From an optimization exercise on the open Yosys and OpenROAD flow, aimed at small area, a short achievable clock period and few clock cycles per item; shortcuts taken in it are not production practice.
Power and IR drop assume default switching activity.

==> try-yarrow <==
// dadda_mul
module dadda_mul
(
    input  logic        clk,
    input  logic        rst_n,
    input  logic        in_valid,
    input  logic        mode,
    input  logic [15:0] a,
    input  logic [15:0] b,
    output logic        out_valid,
    output logic [15:0] hi,
    output logic [15:0] lo
);
Settings: LEC_CHECK=0, ABC_AREA=1, CAP_MARGIN=20, CORE_MARGIN=2, CORE_UTILIZATION=40, CTS_CLUSTER_DIAMETER=150, CTS_CLUSTER_SIZE=30, SETUP_SLACK_MARGIN=2.0, SLEW_MARGIN=20, SYNTH_HIERARCHICAL=1, SYNTH_MINIMUM_KEEP_SIZE=0; clock period 4.0 ns.
run.sh (not shown) runs the stock make flow with config.mk's settings and CLKGATE_MAP_FILE= SYNTH_SCRIPT=/design/flow/synth_recipe.tcl, a recipe that flattens the netlist after the stock synthesis.
==> try-garnet (differences from try-yarrow) <==
--- a/flow/design.v
+++ b/flow/design.v
@@ -364,14 +364,12 @@
     logic s283;
     logic c284;
     logic s285;
     logic c286;
     logic s287;
     logic c288;
-    logic pp142_q2;
-    logic pp160_q2;
     logic s289;
     logic c290;
     logic s291;
     logic c292;
     logic s293;
     logic c294;
@@ -549,17 +547,19 @@
     logic c366;
     logic s287_q2;
     logic pp176_q2;
     logic c284_q2;
     logic s367;
     logic c368;
+    logic s289_q2;
     logic pp177_q2;
     logic c288_q2;
     logic s369;
     logic c370;
     logic s291_q2;
+    logic c290_q2;
     logic s371;
     logic c372;
     logic s293_q2;
     logic c292_q2;
     logic s373;
     logic c374;
@@ -751,18 +751,14 @@
     logic p515;
     logic g516;
     logic s463_q3;
     logic c462_q3;
     logic p517;
     logic g518;
-    logic s465_q3;
-    logic c464_q3;
     logic p519;
     logic g520;
-    logic s467_q3;
-    logic c466_q3;
     logic p521;
     logic g522;
     logic pp6_q2;
     logic pp6_q3;
     logic g470_q2;
     logic g470_q3;
@@ -806,13 +802,17 @@
     logic G545;
     logic P546;
     logic G547;
     logic P548;
     logic G549;
     logic P550;
+    logic g522_q3;
+    logic p521_q3;
+    logic g520_q3;
     logic G551;
+    logic p519_q3;
     logic P552;
     logic G553;
     logic P554;
     logic g472_q3;
     logic G555;
     logic P556;
@@ -1210,14 +1210,14 @@
     mul_fa u_s279 (.a(pp103), .b(pp121), .ci(pp139), .s(s279), .co(c280));
     mul_ha u_s281 (.a(pp157), .b(pp174), .s(s281), .co(c282));
     assign s283 = ~(pp122 ^ pp140);
     assign c284 = pp122 | pp140;
     mul_ha u_s285 (.a(pp158), .b(pp175), .s(s285), .co(c286));
     mul_fa u_s287 (.a(pp123), .b(pp141), .ci(pp159), .s(s287), .co(c288));
-    assign s289 = ~(pp142_q2 ^ pp160_q2);
-    assign c290 = pp142_q2 | pp160_q2;
+    assign s289 = ~(pp142 ^ pp160);
+    assign c290 = pp142 | pp160;
     mul_fa u_s291 (.a(pp143), .b(pp161), .ci(pp178), .s(s291), .co(c292));
     assign s293 = ~(pp162 ^ pp179);
     assign c294 = pp162 | pp179;
     mul_ha u_s295 (.a(pp163), .b(pp180), .s(s295), .co(c296));
     mul_fa u_s297 (.a(s185_q2), .b(b_5_q2), .ci(c184_q2), .s(s297), .co(c298));
     mul_ha u_s299 (.a(s187_q2), .b(c186_q2), .s(s299), .co(c300));
@@ -1252,14 +1252,14 @@
     mul_ha u_s357 (.a(c264_q2), .b(c266_q2), .s(s357), .co(c358));
     mul_fa u_s359 (.a(s271_q2), .b(s273_q2), .ci(c268_q2), .s(s359), .co(c360));
     mul_fa u_s361 (.a(s275_q2), .b(s277_q2), .ci(c272_q2), .s(s361), .co(c362));
     mul_fa u_s363 (.a(s279_q2), .b(s281_q2), .ci(c276_q2), .s(s363), .co(c364));
     mul_fa u_s365 (.a(s283_q2), .b(s285_q2), .ci(c280_q2), .s(s365), .co(c366));
     mul_fa u_s367 (.a(s287_q2), .b(pp176_q2), .ci(c284_q2), .s(s367), .co(c368));
-    mul_fa u_s369 (.a(s289), .b(pp177_q2), .ci(c288_q2), .s(s369), .co(c370));
-    mul_ha u_s371 (.a(s291_q2), .b(c290), .s(s371), .co(c372));
+    mul_fa u_s369 (.a(s289_q2), .b(pp177_q2), .ci(c288_q2), .s(s369), .co(c370));
+    mul_ha u_s371 (.a(s291_q2), .b(c290_q2), .s(s371), .co(c372));
     mul_ha u_s373 (.a(s293_q2), .b(c292_q2), .s(s373), .co(c374));
     mul_ha u_s375 (.a(s295), .b(c294), .s(s375), .co(c376));
     mul_fa u_s377 (.a(s303), .b(c192_q2), .ci(c302), .s(s377), .co(c378));
     mul_ha u_s379 (.a(s305), .b(c304), .s(s379), .co(c380));
     mul_fa u_s381 (.a(s307), .b(c198_q2), .ci(c306), .s(s381), .co(c382));
     mul_fa u_s383 (.a(s309), .b(s311), .ci(c308), .s(s383), .co(c384));
@@ -1352,16 +1352,16 @@
     assign p513 = s459_q3 ^ c458_q3;
     assign g514 = s459_q3 & c458_q3;
     assign p515 = s461_q3 ^ c460_q3;
     assign g516 = s461_q3 & c460_q3;
     assign p517 = s463_q3 ^ c462_q3;
     assign g518 = s463_q3 & c462_q3;
-    assign p519 = s465_q3 ^ c464_q3;
-    assign g520 = s465_q3 & c464_q3;
-    assign p521 = s467_q3 ^ c466_q3;
-    assign g522 = s467_q3 & c466_q3;
+    assign p519 = s465 ^ c464;
+    assign g520 = s465 & c464;
+    assign p521 = s467 ^ c466;
+    assign g522 = s467 & c466;
     assign G523 = pp6_q3 & g470_q3;
     assign P524 = pp6_q3 & p469_q3;
     assign P525 = p471_q3 & s181_q3;
     assign P526 = p473_q3 & s297_q3;
     assign G527 = s377_q3 & g476_q3;
     assign P528 = s377_q3 & p475_q3;
@@ -1384,14 +1384,14 @@
     assign G545 = g510 | (p509 & g508);
     assign P546 = p509 & p507;
     assign G547 = g514 | (p513 & g512);
     assign P548 = p513 & p511;
     assign G549 = g518 | (p517 & g516);
     assign P550 = p517 & p515;
-    assign G551 = g522 | (p521 & g520);
-    assign P552 = p521 & p519;
+    assign G551 = g522_q3 | (p521_q3 & g520_q3);
+    assign P552 = p521_q3 & p519_q3;
     assign G553 = s181_q3 & G523;
     assign P554 = s181_q3 & P524;
     assign G555 = g472_q3 | (P525 & G523);
     assign P556 = P525 & P524;
     assign G557 = g476_q3 | (p475_q3 & g474_q3);
     assign P558 = p475_q3 & P526;
@@ -1414,14 +1414,14 @@
     assign G575 = G543 | (P544 & G541);
     assign P576 = P544 & P542;
     assign G577 = g512 | (p511 & G545);
     assign P578 = p511 & P546;
     assign G579 = G547 | (P548 & G545);
     assign P580 = P548 & P546;
-    assign G581 = g520 | (p519 & G549);
-    assign P582 = p519 & P550;
+    assign G581 = g520_q3 | (p519_q3 & G549);
+    assign P582 = p519_q3 & P550;
     assign G583 = G551 | (P552 & G549);
     assign P584 = P552 & P550;
     assign G585 = s297_q3 & G555;
     assign P586 = s297_q3 & P556;
     assign G587 = g474_q3 | (P526 & G555);
     assign P588 = P526 & P556;
@@ -1544,14 +1544,14 @@
     assign sum705 = p507 ^ G663;
     assign sum706 = p509 ^ G665;
     assign sum707 = p511 ^ G667;
     assign sum708 = p513 ^ G669;
     assign sum709 = p515 ^ G671;
     assign sum710 = p517 ^ G673;
-    assign sum711 = p519 ^ G675;
-    assign sum712 = p521 ^ G677;
+    assign sum711 = p519_q3 ^ G675;
+    assign sum712 = p521_q3 ^ G677;
     always_ff @(posedge clk or negedge rst_n)
     begin
         if (!rst_n)
             vld <= '0;
         else
             vld <= {vld[2:0], in_valid};
@@ -1596,14 +1596,12 @@
         one124_q1 <= one124;
         b_13_q1 <= b[13];
         two125_q1 <= two125;
         one144_q1 <= one144;
         b_15_q1 <= b[15];
         two145_q1 <= two145;
-        pp142_q2 <= pp142;
-        pp160_q2 <= pp160;
         s185_q2 <= s185;
         b_5_q2 <= b_5_q1;
         c184_q2 <= c184;
         s187_q2 <= s187;
         c186_q2 <= c186;
         s189_q2 <= s189;
@@ -1701,15 +1699,17 @@
         s283_q2 <= s283;
         s285_q2 <= s285;
         c280_q2 <= c280;
         s287_q2 <= s287;
         pp176_q2 <= pp176;
         c284_q2 <= c284;
+        s289_q2 <= s289;
         pp177_q2 <= pp177;
         c288_q2 <= c288;
         s291_q2 <= s291;
+        c290_q2 <= c290;
         s293_q2 <= s293;
         c292_q2 <= c292;
         c192_q2 <= c192;
         c198_q2 <= c198;
         c206_q2 <= c206;
         c270_q2 <= c270;
@@ -1753,16 +1753,12 @@
         s459_q3 <= s459;
         c458_q3 <= c458;
         s461_q3 <= s461;
         c460_q3 <= c460;
         s463_q3 <= s463;
         c462_q3 <= c462;
-        s465_q3 <= s465;
-        c464_q3 <= c464;
-        s467_q3 <= s467;
-        c466_q3 <= c466;
         pp6_q2 <= pp6;
         pp6_q3 <= pp6_q2;
         g470_q2 <= g470;
         g470_q3 <= g470_q2;
         p469_q2 <= p469;
         p469_q3 <= p469_q2;
@@ -1776,12 +1772,16 @@
         p475_q3 <= p475;
         p479_q3 <= p479;
         p477_q3 <= p477;
         s427_q3 <= s427;
         g482_q3 <= g482;
         p481_q3 <= p481;
+        g522_q3 <= g522;
+        p521_q3 <= p521;
+        g520_q3 <= g520;
+        p519_q3 <= p519;
         g472_q3 <= g472;
         g474_q3 <= g474;
         G529_q3 <= G529;
         g478_q3 <= g478;
         prod[0] <= sum681;
         prod[1] <= sum682;
--- a/flow/config.mk
+++ b/flow/config.mk
@@ -5,13 +5,13 @@
 export SDC_FILE = /design/flow/constraint.sdc
 export NUM_CORES = 4
 export LEC_CHECK = 0
 export ABC_AREA = 1
 export CAP_MARGIN = 20
 export CORE_MARGIN = 2
-export CORE_UTILIZATION = 40
+export CORE_UTILIZATION = 60
 export CTS_CLUSTER_DIAMETER = 150
 export CTS_CLUSTER_SIZE = 30
-export SETUP_SLACK_MARGIN = 2.0
+export SETUP_SLACK_MARGIN = 2.1
 export SLEW_MARGIN = 20
 export SYNTH_HIERARCHICAL = 1
 export SYNTH_MINIMUM_KEEP_SIZE = 0
==> try-tundra (differences from try-yarrow) <==
--- a/flow/design.v
+++ b/flow/design.v
@@ -364,14 +364,12 @@
     logic s283;
     logic c284;
     logic s285;
     logic c286;
     logic s287;
     logic c288;
-    logic pp142_q2;
-    logic pp160_q2;
     logic s289;
     logic c290;
     logic s291;
     logic c292;
     logic s293;
     logic c294;
@@ -549,17 +547,19 @@
     logic c366;
     logic s287_q2;
     logic pp176_q2;
     logic c284_q2;
     logic s367;
     logic c368;
+    logic s289_q2;
     logic pp177_q2;
     logic c288_q2;
     logic s369;
     logic c370;
     logic s291_q2;
+    logic c290_q2;
     logic s371;
     logic c372;
     logic s293_q2;
     logic c292_q2;
     logic s373;
     logic c374;
@@ -751,18 +751,14 @@
     logic p515;
     logic g516;
     logic s463_q3;
     logic c462_q3;
     logic p517;
     logic g518;
-    logic s465_q3;
-    logic c464_q3;
     logic p519;
     logic g520;
-    logic s467_q3;
-    logic c466_q3;
     logic p521;
     logic g522;
     logic pp6_q2;
     logic pp6_q3;
     logic g470_q2;
     logic g470_q3;
@@ -806,13 +802,17 @@
     logic G545;
     logic P546;
     logic G547;
     logic P548;
     logic G549;
     logic P550;
+    logic g522_q3;
+    logic p521_q3;
+    logic g520_q3;
     logic G551;
+    logic p519_q3;
     logic P552;
     logic G553;
     logic P554;
     logic g472_q3;
     logic G555;
     logic P556;
@@ -1210,14 +1210,14 @@
     mul_fa u_s279 (.a(pp103), .b(pp121), .ci(pp139), .s(s279), .co(c280));
     mul_ha u_s281 (.a(pp157), .b(pp174), .s(s281), .co(c282));
     assign s283 = ~(pp122 ^ pp140);
     assign c284 = pp122 | pp140;
     mul_ha u_s285 (.a(pp158), .b(pp175), .s(s285), .co(c286));
     mul_fa u_s287 (.a(pp123), .b(pp141), .ci(pp159), .s(s287), .co(c288));
-    assign s289 = ~(pp142_q2 ^ pp160_q2);
-    assign c290 = pp142_q2 | pp160_q2;
+    assign s289 = ~(pp142 ^ pp160);
+    assign c290 = pp142 | pp160;
     mul_fa u_s291 (.a(pp143), .b(pp161), .ci(pp178), .s(s291), .co(c292));
     assign s293 = ~(pp162 ^ pp179);
     assign c294 = pp162 | pp179;
     mul_ha u_s295 (.a(pp163), .b(pp180), .s(s295), .co(c296));
     mul_fa u_s297 (.a(s185_q2), .b(b_5_q2), .ci(c184_q2), .s(s297), .co(c298));
     mul_ha u_s299 (.a(s187_q2), .b(c186_q2), .s(s299), .co(c300));
@@ -1252,14 +1252,14 @@
     mul_ha u_s357 (.a(c264_q2), .b(c266_q2), .s(s357), .co(c358));
     mul_fa u_s359 (.a(s271_q2), .b(s273_q2), .ci(c268_q2), .s(s359), .co(c360));
     mul_fa u_s361 (.a(s275_q2), .b(s277_q2), .ci(c272_q2), .s(s361), .co(c362));
     mul_fa u_s363 (.a(s279_q2), .b(s281_q2), .ci(c276_q2), .s(s363), .co(c364));
     mul_fa u_s365 (.a(s283_q2), .b(s285_q2), .ci(c280_q2), .s(s365), .co(c366));
     mul_fa u_s367 (.a(s287_q2), .b(pp176_q2), .ci(c284_q2), .s(s367), .co(c368));
-    mul_fa u_s369 (.a(s289), .b(pp177_q2), .ci(c288_q2), .s(s369), .co(c370));
-    mul_ha u_s371 (.a(s291_q2), .b(c290), .s(s371), .co(c372));
+    mul_fa u_s369 (.a(s289_q2), .b(pp177_q2), .ci(c288_q2), .s(s369), .co(c370));
+    mul_ha u_s371 (.a(s291_q2), .b(c290_q2), .s(s371), .co(c372));
     mul_ha u_s373 (.a(s293_q2), .b(c292_q2), .s(s373), .co(c374));
     mul_ha u_s375 (.a(s295), .b(c294), .s(s375), .co(c376));
     mul_fa u_s377 (.a(s303), .b(c192_q2), .ci(c302), .s(s377), .co(c378));
     mul_ha u_s379 (.a(s305), .b(c304), .s(s379), .co(c380));
     mul_fa u_s381 (.a(s307), .b(c198_q2), .ci(c306), .s(s381), .co(c382));
     mul_fa u_s383 (.a(s309), .b(s311), .ci(c308), .s(s383), .co(c384));
@@ -1352,16 +1352,16 @@
     assign p513 = s459_q3 ^ c458_q3;
     assign g514 = s459_q3 & c458_q3;
     assign p515 = s461_q3 ^ c460_q3;
     assign g516 = s461_q3 & c460_q3;
     assign p517 = s463_q3 ^ c462_q3;
     assign g518 = s463_q3 & c462_q3;
-    assign p519 = s465_q3 ^ c464_q3;
-    assign g520 = s465_q3 & c464_q3;
-    assign p521 = s467_q3 ^ c466_q3;
-    assign g522 = s467_q3 & c466_q3;
+    assign p519 = s465 ^ c464;
+    assign g520 = s465 & c464;
+    assign p521 = s467 ^ c466;
+    assign g522 = s467 & c466;
     assign G523 = pp6_q3 & g470_q3;
     assign P524 = pp6_q3 & p469_q3;
     assign P525 = p471_q3 & s181_q3;
     assign P526 = p473_q3 & s297_q3;
     assign G527 = s377_q3 & g476_q3;
     assign P528 = s377_q3 & p475_q3;
@@ -1384,14 +1384,14 @@
     assign G545 = g510 | (p509 & g508);
     assign P546 = p509 & p507;
     assign G547 = g514 | (p513 & g512);
     assign P548 = p513 & p511;
     assign G549 = g518 | (p517 & g516);
     assign P550 = p517 & p515;
-    assign G551 = g522 | (p521 & g520);
-    assign P552 = p521 & p519;
+    assign G551 = g522_q3 | (p521_q3 & g520_q3);
+    assign P552 = p521_q3 & p519_q3;
     assign G553 = s181_q3 & G523;
     assign P554 = s181_q3 & P524;
     assign G555 = g472_q3 | (P525 & G523);
     assign P556 = P525 & P524;
     assign G557 = g476_q3 | (p475_q3 & g474_q3);
     assign P558 = p475_q3 & P526;
@@ -1414,14 +1414,14 @@
     assign G575 = G543 | (P544 & G541);
     assign P576 = P544 & P542;
     assign G577 = g512 | (p511 & G545);
     assign P578 = p511 & P546;
     assign G579 = G547 | (P548 & G545);
     assign P580 = P548 & P546;
-    assign G581 = g520 | (p519 & G549);
-    assign P582 = p519 & P550;
+    assign G581 = g520_q3 | (p519_q3 & G549);
+    assign P582 = p519_q3 & P550;
     assign G583 = G551 | (P552 & G549);
     assign P584 = P552 & P550;
     assign G585 = s297_q3 & G555;
     assign P586 = s297_q3 & P556;
     assign G587 = g474_q3 | (P526 & G555);
     assign P588 = P526 & P556;
@@ -1544,14 +1544,14 @@
     assign sum705 = p507 ^ G663;
     assign sum706 = p509 ^ G665;
     assign sum707 = p511 ^ G667;
     assign sum708 = p513 ^ G669;
     assign sum709 = p515 ^ G671;
     assign sum710 = p517 ^ G673;
-    assign sum711 = p519 ^ G675;
-    assign sum712 = p521 ^ G677;
+    assign sum711 = p519_q3 ^ G675;
+    assign sum712 = p521_q3 ^ G677;
     always_ff @(posedge clk or negedge rst_n)
     begin
         if (!rst_n)
             vld <= '0;
         else
             vld <= {vld[2:0], in_valid};
@@ -1596,14 +1596,12 @@
         one124_q1 <= one124;
         b_13_q1 <= b[13];
         two125_q1 <= two125;
         one144_q1 <= one144;
         b_15_q1 <= b[15];
         two145_q1 <= two145;
-        pp142_q2 <= pp142;
-        pp160_q2 <= pp160;
         s185_q2 <= s185;
         b_5_q2 <= b_5_q1;
         c184_q2 <= c184;
         s187_q2 <= s187;
         c186_q2 <= c186;
         s189_q2 <= s189;
@@ -1701,15 +1699,17 @@
         s283_q2 <= s283;
         s285_q2 <= s285;
         c280_q2 <= c280;
         s287_q2 <= s287;
         pp176_q2 <= pp176;
         c284_q2 <= c284;
+        s289_q2 <= s289;
         pp177_q2 <= pp177;
         c288_q2 <= c288;
         s291_q2 <= s291;
+        c290_q2 <= c290;
         s293_q2 <= s293;
         c292_q2 <= c292;
         c192_q2 <= c192;
         c198_q2 <= c198;
         c206_q2 <= c206;
         c270_q2 <= c270;
@@ -1753,16 +1753,12 @@
         s459_q3 <= s459;
         c458_q3 <= c458;
         s461_q3 <= s461;
         c460_q3 <= c460;
         s463_q3 <= s463;
         c462_q3 <= c462;
-        s465_q3 <= s465;
-        c464_q3 <= c464;
-        s467_q3 <= s467;
-        c466_q3 <= c466;
         pp6_q2 <= pp6;
         pp6_q3 <= pp6_q2;
         g470_q2 <= g470;
         g470_q3 <= g470_q2;
         p469_q2 <= p469;
         p469_q3 <= p469_q2;
@@ -1776,12 +1772,16 @@
         p475_q3 <= p475;
         p479_q3 <= p479;
         p477_q3 <= p477;
         s427_q3 <= s427;
         g482_q3 <= g482;
         p481_q3 <= p481;
+        g522_q3 <= g522;
+        p521_q3 <= p521;
+        g520_q3 <= g520;
+        p519_q3 <= p519;
         g472_q3 <= g472;
         g474_q3 <= g474;
         G529_q3 <= G529;
         g478_q3 <= g478;
         prod[0] <= sum681;
         prod[1] <= sum682;
--- a/flow/config.mk
+++ b/flow/config.mk
@@ -8,10 +8,11 @@
 export ABC_AREA = 1
 export CAP_MARGIN = 20
 export CORE_MARGIN = 2
 export CORE_UTILIZATION = 40
 export CTS_CLUSTER_DIAMETER = 150
 export CTS_CLUSTER_SIZE = 30
-export SETUP_SLACK_MARGIN = 2.0
+export GPL_TIMING_DRIVEN = 1
+export SETUP_SLACK_MARGIN = 2.1
 export SLEW_MARGIN = 20
 export SYNTH_HIERARCHICAL = 1
 export SYNTH_MINIMUM_KEEP_SIZE = 0
==> out/qor.txt <==
status -> complete, no violations
Worst-path clk slew -> 0.12 ns
met1 usage -> 22.04%
Post-Synth XOR/XNOR Area -> 10.91%
Setup Buffers After CTS -> 1
routability cong. -> 0.8196
share of layout cells above drive strength 1 -> 5.802%
Clock-cell share -> 2.521%
met3 wire len -> 1.324 mm
vias in the first global route -> 7898
leading post-synthesis cells by cell area -> dfxtp_1 42%, fa_1 18%, xor2_1 11%
sequential power share -> 41.6%
CP Max Fanout -> 17
Buf/Inv on CP -> 1
Switching Fraction -> 36.91%
Hold EP -> g470_q3
PnR worst setup slack -> 1.972 ns
the above is filed under try-yarrow

==> out/qor.txt <==
status -> complete, no violations
share of layout cells above drive strength 1 -> 12.50%
Finished Core Util -> 46.39%
Setup Buffers After CTS -> 2
sequential power share -> 40.9%
Buf/Inv on CP -> 0
final instance area -> 13790 sq um
met1 usage -> 22.50%
met3 wire len -> 1.722 mm
floorplan row count -> 63
dpl ws -> 1.788 ns
Mapped Nets -> 1342
Worst-path clk slew -> 0.12 ns
routability cong. -> 0.8157
Hold EP -> p469_q3
vias in the first global route -> 7804
Biggest register -> prod
Post-Synth XOR/XNOR Area -> 10.90%
leading post-synthesis cells by cell area -> dfxtp_1 42%, fa_1 18%, xor2_1 11%
PnR worst setup slack -> 2.056 ns
Clock-cell share -> 2.496%
Primary FF master, synth -> dfxtp_1
the above is filed under try-tundra

==> out/qor.txt <==
Switching Fraction -> 37.09%
routability cong. -> 0.8242
Buf/Inv on CP -> 0
met3 wire len -> 1.312 mm
share of layout cells above drive strength 1 -> 11.82%
Setup Buffers After CTS -> 2
Worst-path clk slew -> 0.11 ns
leading post-synthesis cells by cell area -> dfxtp_1 42%, fa_1 18%, xor2_1 11%
Clock-cell share -> 2.497%
CP Max Fanout -> 1
met1 usage -> 34.04%
Hold EP -> pp6_q3
Post-Synth XOR/XNOR Area -> 10.90%
status -> complete, no violations
the above is filed under try-garnet

No functional check of the RTL was part of any run of this note.

==> re-timing with driven ports <==
The results above use ideal ports. As a check the final layouts listed here were re-extracted and re-timed, cells and wires unchanged. Step 1 assumes that a clkbuf_16 drives the clock port and a buf_2 every other input. Step 2 times the ports against the registers' clock, not the clock port: input delays grow and output delays shrink by t, the midpoint of the rising clock arrivals with the driver on. Slacks: ideal ports / drivers / drivers and shift; pairs: ideal ports / drivers.
run	t (ns)	setup slack, ns	pins driven straight from the clock port
try-yarrow	0.530	1.972 / 1.972 / 1.972	1
try-garnet	0.529	2.060 / 2.060 / 2.060	1
try-tundra	0.536	2.056 / 2.056 / 2.056	1
After both steps every run listed still meets setup and hold.
